Background: an optimization exercise with open tools, aiming at small area. Do not read the settings as production practice.
Function was checked by simulation only, so behaviour that the tests miss may differ from the original.
Power is estimated from default activity; no workload was simulated.

== v30 ==
==> flow/design.v (excerpt) <==
module tpm_fifo_top(clock, reset_n, req_i, we_i, addr_i, wdata_i, rdata_o, cmd_rd_addr_i, cmd_byte_o, rsp_we_i, rsp_byte_i, exec_start_o, exec_done_i, pirq_n_o, locality_o);
	input clock;
	wire clock;
	input reset_n;
	wire reset_n;
	input req_i;
	wire req_i;
	input we_i;
	wire we_i;
	input [15:0] addr_i;
	wire [15:0] addr_i;
	input [7:0] wdata_i;
	wire [7:0] wdata_i;
	output [7:0] rdata_o;
	wire [7:0] rdata_o;
	input [5:0] cmd_rd_addr_i;
	wire [5:0] cmd_rd_addr_i;
	output [7:0] cmd_byte_o;
	wire [7:0] cmd_byte_o;
	input rsp_we_i;
	wire rsp_we_i;
	input [7:0] rsp_byte_i;
	wire [7:0] rsp_byte_i;
	output exec_start_o;
	wire exec_start_o;
	input exec_done_i;
	wire exec_done_i;
	output pirq_n_o;
	wire pirq_n_o;
	output [4:0] locality_o;
	wire [4:0] locality_o;
	wire [4:0] _000_;
	wire _001_;
	wire _002_;
	wire _003_;
	wire _004_;
	wire _005_;
	wire [7:0] _006_;
	wire [4:0] _007_;
	wire _008_;
	wire _009_;
	wire _010_;
	wire _011_;
	wire _012_;
	wire _013_;
	wire _014_;
	wire _015_;
	wire _016_;
	wire _017_;
	wire _018_;
	wire _019_;
	wire _020_;
	wire _021_;
	wire _022_;
	wire _023_;
	wire _024_;
	wire _025_;
	wire _026_;
	wire _027_;
	wire _028_;
	wire _029_;
	wire _030_;
	wire _031_;
	wire _032_;
	wire _033_;
	wire _034_;
	wire _035_;
	wire _036_;
	wire _037_;
	wire _038_;
	wire _039_;
	wire _040_;
	wire _041_;
	wire _042_;
	wire _043_;
	wire _044_;
	wire _045_;
	wire _046_;
	wire _047_;
	wire _048_;
	wire _049_;
	wire _050_;
	wire _051_;
	wire _052_;
	wire _053_;
	wire _054_;
	wire _055_;
	wire _056_;
	wire _057_;
	wire _058_;
	wire _059_;
	wire _060_;
	wire _061_;
	wire _062_;
	wire _063_;
	wire _064_;
	wire _065_;
	wire _066_;
	wire _067_;
	wire _068_;
	wire _069_;
	wire _070_;
	wire _071_;
	wire _072_;
	wire _073_;
	wire _074_;
	wire _075_;
	wire _076_;
	wire _077_;
	wire _078_;
	wire _079_;
	wire _080_;
	wire _081_;
	wire _082_;
	wire _083_;
	wire _084_;
	wire _085_;
	wire _086_;
	wire _087_;
	wire _088_;
	wire _089_;
	wire _090_;
	wire _091_;
	wire _092_;
	wire _093_;
	wire _094_;
	wire _095_;
	wire _096_;
	wire _097_;
	wire _098_;
	wire _099_;
	wire _100_;
	wire _101_;
	wire _102_;
	wire _103_;
	wire _104_;
	wire _105_;
  ...
Size in the first run: ~2,200 cells after synthesis, roughly 1,100 flip-flops, ~67 I/O pins, about 0.040 mm^2 of cells after synthesis.
Settings: LEC_CHECK=0, CAP_MARGIN=10, CORE_MARGIN=2, CORE_UTILIZATION=55, SETUP_SLACK_MARGIN=0.2, SLEW_MARGIN=10, SYNTH_HIERARCHICAL=1; clock period 5.0 ns.
standard.sh (not shown) runs the stock make flow with config.mk's settings and CLKGATE_MAP_FILE= SYNTH_SCRIPT=/design/flow/synth_recipe.tcl, a recipe that flattens the netlist after the stock synthesis.
==> flow/flow/run.sh <==
#!/bin/bash
# Standard ORFS layout (the standard.sh, standard synthesis unchanged) with
# layout-only settings: small port buffers, a clock tree of clkbuf_8 (clusters of 18 sinks) without
# dummy loads, no footprint-locked resizing, plain (not timing-driven) global
# placement. make's output goes to standard.log; each ORFS step keeps its own
# log under orfs/logs.
set -euo pipefail
bash standard.sh \
	"BUFFER_PORTS_ARGS=-buffer_cell sky130_fd_sc_hd__buf_1" \
	"MATCH_CELL_FOOTPRINT=0" \
	"GPL_TIMING_DRIVEN=0" \
	"CTS_ARGS=-sink_clustering_enable -repair_clock_nets -dont_use_dummy_load -buf_list sky130_fd_sc_hd__clkbuf_8 -sink_clustering_size 18 -sink_clustering_max_diameter 70" \
	finish > standard.log 2>&1
Having completed the whole flow, v30 delivered a layout that passed the timing, DRC and antenna checks.
The following lists how v11 was set up differently from v30:
# v30
export LEC_CHECK = 0
export CAP_MARGIN = 10
export CORE_MARGIN = 2
export CORE_UTILIZATION = 55
export SETUP_SLACK_MARGIN = 0.2
export SLEW_MARGIN = 10
export SYNTH_HIERARCHICAL = 1
create_clock -name core_clock -period 5.0 [get_ports {clock}]
# v11
export LEC_CHECK = 0
export CAP_MARGIN = 10
export CORE_MARGIN = 2
export CORE_UTILIZATION = 70
export SETUP_SLACK_MARGIN = 0.2
export SLEW_MARGIN = 10
export SYNTH_HIERARCHICAL = 1
create_clock -name core_clock -period 5.0 [get_ports {clock}]
==> flow/flow/run.sh <==
#!/bin/bash
# The standard layout (standard.sh; the standard synthesis unchanged) with
# layout-only settings: buf_1 port buffers; a clock tree of clkbuf_8 in
# clusters of up to 18 sinks, without dummy loads; resizing not locked to the
# cell footprint; global placement not timing-driven. make's output goes to
# standard.log here; each ORFS step keeps its own log under orfs/logs.
set -euo pipefail
bash standard.sh \
	"BUFFER_PORTS_ARGS=-buffer_cell sky130_fd_sc_hd__buf_1" \
	"MATCH_CELL_FOOTPRINT=0" \
	"GPL_TIMING_DRIVEN=0" \
	"CTS_ARGS=-sink_clustering_enable -repair_clock_nets -dont_use_dummy_load -buf_list sky130_fd_sc_hd__clkbuf_8 -sink_clustering_size 18 -sink_clustering_max_diameter 70" \
	finish > standard.log 2>&1
Findings:
Re non-clock buffer count: v30 and v11 aren't equal, and the higher value belongs to v30.
Between v30 and v11, clock share of power is lower for v11, v30 comes in above that.
Changes observed in v11 relative to v30: post-layout total power -about 0.7%; final worst setup slack fell 0.040 ns; total met2 wirelength after detailed routing went down about 4%; timing-limited maximum frequency decreased about 0.8%.
The run showing the greater worst slack at placement is v11.
From v30 to v11 the numbers moved as follows: cell area reported after detailed placement went down; routed wire length shows a reduction of 5.0%.
The clock transition at the register clock pins on the worst setup and hold paths after CTS of v11 falls short of that of v30 by 0.02 ns.
For v11, the capturing element of the worst setup path was cmd_byte_o[2], unlike v30, where it was cmd_byte_o[6].

what the ideal ports hide:
The results above use ideal ports. As a check the final layouts listed here were re-extracted and re-timed, cells and wires unchanged.
Step 1, drivers: a clkbuf_16 drives clock and a buf_2 each remaining input, both assumed.
Step 2 moves the port delays by t, midway between the first and last clock arrival at a register: inputs arrive t later, outputs are due t later. That takes back most of the time a late clock gives input paths.
a / b / c = ideal / step 1 / step 2; a / b = the first two.
| run | t (ns) | setup slack, ns | slew at the worst register clock pin (ns) | worst data-port slew with drivers (ns) | pins driven straight from the clock port |
|---|---|---|---|---|---|
| v30 | 0.722 | 0.255 / 0.233 / -0.111 | 0.11 / 0.11 | 0.10 | 1 |
| v11 | 0.724 | 0.215 / 0.186 / -0.089 | 0.12 / 0.12 | 0.04 | 1 |
With both steps, setup timing fails in v30 and v11, where it was met with ideal ports. The setup slack of v30, which loses most, moves by -0.022 ns with the drivers and by -0.366 ns with both steps.
